What follows belongs to an exercise in optimizing a design on an open flow for small area; a production flow would make more cautious choices.
Only simulation tests tie the RTL to the original design; equivalence was not proved.
Power is estimated from default activity; no workload was simulated.

==> v19 <==
// ip_mem_top
module ip_mem_top
#(
	parameter int MEM_DEPTH = 16,
	parameter int MEM_WIDTH = 8,
	parameter int AP_DEPTH  = 4
)
(
	input  logic                                 bus_if,
	input  logic                                 reset_n_i,
	input  logic                                 read_i,
	input  logic                                 write_i,
	input  logic [mem_pkg::ADDR_W-1:0]           addr_i,
	input  logic [mem_pkg::SIZE_W-1:0]           size_i,
	input  logic                                 write_valid_i,
	input  logic [MEM_WIDTH*mem_pkg::BYTE_W-1:0] write_data_i,
	output logic                                 grant_o,
	output logic                                 read_valid_o,
	output logic [MEM_WIDTH*mem_pkg::BYTE_W-1:0] read_data_o,
	output logic                                 error_o
);
	logic [1:0]        len;
	logic [IDX_W-1:0]  idx;
	logic [6:0]        head;
	logic              not_empty;
	logic              pop;
	logic              we;
	logic [IDX_W-1:0]  wr_idx;
	logic [IDX_W-1:0]  rd_idx;
  ...
==> flow/config.mk <==
export PLATFORM = sky130hd
export DESIGN_NAME = ip_mem_top
export DESIGN_NICKNAME = ip_mem_top
export VERILOG_FILES = /design/flow/design.v
export SDC_FILE = /design/flow/constraint.sdc
export NUM_CORES = 4
export LEC_CHECK = 0
export CAP_MARGIN = 20
export CORE_MARGIN = 2
export CORE_UTILIZATION = 60
export SLEW_MARGIN = 20
==> flow/constraint.sdc <==
create_clock -name core_clock -period 6.5 [get_ports {bus_if}]
set_input_delay 1.3000 -clock core_clock [delete_from_list [all_inputs] [get_ports {bus_if}]]
set_output_delay 1.3000 -clock core_clock [all_outputs]
set_load 0.01 [all_outputs]
standard.sh (not shown) runs the stock make flow with config.mk's settings and CLKGATE_MAP_FILE= SYNTH_SCRIPT=/design/flow/synth_recipe.tcl, a recipe that flattens the netlist after the stock synthesis.
==> flow/flow/run.sh <==
#!/bin/bash
# Standard synthesis, then the combinational logic re-mapped for area by ABC (registers kept
# as the standard synthesis made them), then the standard layout with port buffers of the
# smallest size and a clock tree without dummy loads.
set -euo pipefail
HERE=$(pwd)
FLOWDIR=$HERE/flow
RES=$HERE/orfs/results/$FLOW_PLATFORM/ip_mem_top/base
YOSYS=$FLOW_HOME/../tools/install/yosys/bin/yosys
LIB=$FLOW_HOME/platforms/$FLOW_PLATFORM/lib/sky130_fd_sc_hd__tt_025C_1v80.lib

export BUFFER_PORTS_ARGS="-buffer_cell sky130_fd_sc_hd__buf_1"
export CTS_ARGS="-sink_clustering_enable -repair_clock_nets -dont_use_dummy_load -sink_clustering_size 18 -sink_clustering_max_diameter 50 -buf_list sky130_fd_sc_hd__clkbuf_8"

bash standard.sh synth > synth.log 2>&1

cp $RES/1_2_yosys.v $HERE/std_synth.v
DONT_USE=$(sed -n '/^export DONT_USE_CELLS/,/^#/p' $FLOW_HOME/platforms/$FLOW_PLATFORM/config.mk | grep -o 'sky130_fd_sc_hd__[a-z0-9_]*' | sed 's/^/-dont_use /' | tr '\n' ' ')
cat > remap.ys <<EOS
read_liberty -ignore_miss_func $LIB
read_verilog $HERE/std_synth.v
hierarchy -top $FLOW_TOP
blackbox $(cat $FLOWDIR/seq_cells.txt)
flatten
delete t:\$scopeinfo
opt_clean
tee -o $HERE/remap_before.txt stat -liberty $LIB
abc -liberty $LIB $DONT_USE -script $FLOWDIR/area.abc
opt_clean -purge
hilomap -singleton -hicell sky130_fd_sc_hd__conb_1 HI -locell sky130_fd_sc_hd__conb_1 LO
insbuf -buf sky130_fd_sc_hd__buf_4 A X
opt_clean -purge
check
tee -o $HERE/remap_after.txt stat -liberty $LIB
select $FLOW_TOP
write_verilog -noattr -noexpr -nohex -nodec -selected $HERE/remap.v
EOS
$YOSYS -s remap.ys > remap.log 2>&1
cp $HERE/remap.v $RES/1_2_yosys.v
rm -f $RES/1_synth.odb $RES/1_synth.sdc

bash standard.sh finish > standard.log 2>&1
==> flow/flow/area.abc <==
&get -n
&st
&dch -f
&nf -a -p -R 1000
&put
mfs2 -a
&get -n
&st
&dch -f
&nf -a -p -R 1000
&put
mfs2 -a
&get -n
&st
&dch -f
&nf -a -p -R 1000
&put
topo
Other scripts of this flow, unchanged in this note and not shown: flow/flow/seq_cells.txt
==> v15 (differences from v19) <==
--- a/flow/flow/run.sh
+++ b/flow/flow/run.sh
@@ -10,7 +10,7 @@
 LIB=$FLOW_HOME/platforms/$FLOW_PLATFORM/lib/sky130_fd_sc_hd__tt_025C_1v80.lib
 
 export BUFFER_PORTS_ARGS="-buffer_cell sky130_fd_sc_hd__buf_1"
-export CTS_ARGS="-sink_clustering_enable -repair_clock_nets -dont_use_dummy_load -sink_clustering_size 18 -sink_clustering_max_diameter 50 -buf_list sky130_fd_sc_hd__clkbuf_8"
+export CTS_ARGS="-sink_clustering_enable -repair_clock_nets -dont_use_dummy_load -sink_clustering_size 10 -sink_clustering_max_diameter 40 -buf_list sky130_fd_sc_hd__clkbuf_4"
 
 bash standard.sh synth > synth.log 2>&1
 
==> flow/flow/area.abc (replaced) <==
strash
dch -f
amap
mfs2
strash
dch -f
amap
topo
PLACE_DENSITY = 0.75   (was not set)
==> notes <==
Clock-buffer cell count: v19 is lower than v15 (48).
Against v15, the final cell count of v19 is lower by about 2.6%.
Sequential cell count is the same in v19 and v15.
Sequential share of layout area: v19 is lower than v15 (0.30 points).
In v15 the global-route usage is lower than in v19, by 0.80 points.
Against v15, the clock power of v19 is higher by about 9%.
==> figures <==
GRT Overall Usage: v15 31.6%; v19 32.4%
Pwr Total: v15 0.0160 W; v19 0.0166 W
Total wire length: v15 109 mm; v19 112 mm
Half-perimeter wire length after detailed placement: v15 57.1 mm; v19 58.5 mm
Cell Area, Synth: v15 0.0405 sq mm; v19 0.0406 sq mm
Final core utilization: v15 66.7%; v19 67.0%
Clock Root Buffer: v15 sky130_fd_sc_hd__clkbuf_4; v19 sky130_fd_sc_hd__clkbuf_8
Result of the run: v15 timing/DRC/antenna clean; v19 timing/DRC/antenna clean
Post-Route Skew: v15 0.110 ns; v19 0.0844 ns
Critical path buffer and inverter count: v15 5; v19 1
Sequential cell area share: v15 75.9%; v19 75.6%
Number of non-filler instances in the completed layout: v15 3391; v19 3303
Wire length on met2: v15 52.4 mm; v19 54.0 mm

==> what the ideal ports hide <==
The results above use ideal ports. As a check the final layouts listed here were re-extracted and re-timed, cells and wires unchanged. Step 1: set_driving_cell puts a clkbuf_16 on bus_if and a buf_2 on each other input, an assumption about the parent block. Step 2, shift: input delay + t, output delay - t, t = (earliest + latest rising clock arrival at the registers) / 2. This alone moves slack from input paths to output paths. a / b / c = ideal / step 1 / step 2; a / b = the first two.
run	t, ns	setup slack, ns	slew at the worst register clock pin (ns)	worst slew at a driven data input, ns
v19	0.758	1.897 / 1.897 / 1.309	0.11 / 0.11	0.10
v15	1.062	1.436 / 1.436 / 1.433	0.11 / 0.11	0.04
After both steps every run listed still meets setup and hold. For v19, which loses most, drivers alone change the setup slack by 0.000 ns; drivers and shift together by -0.588 ns.
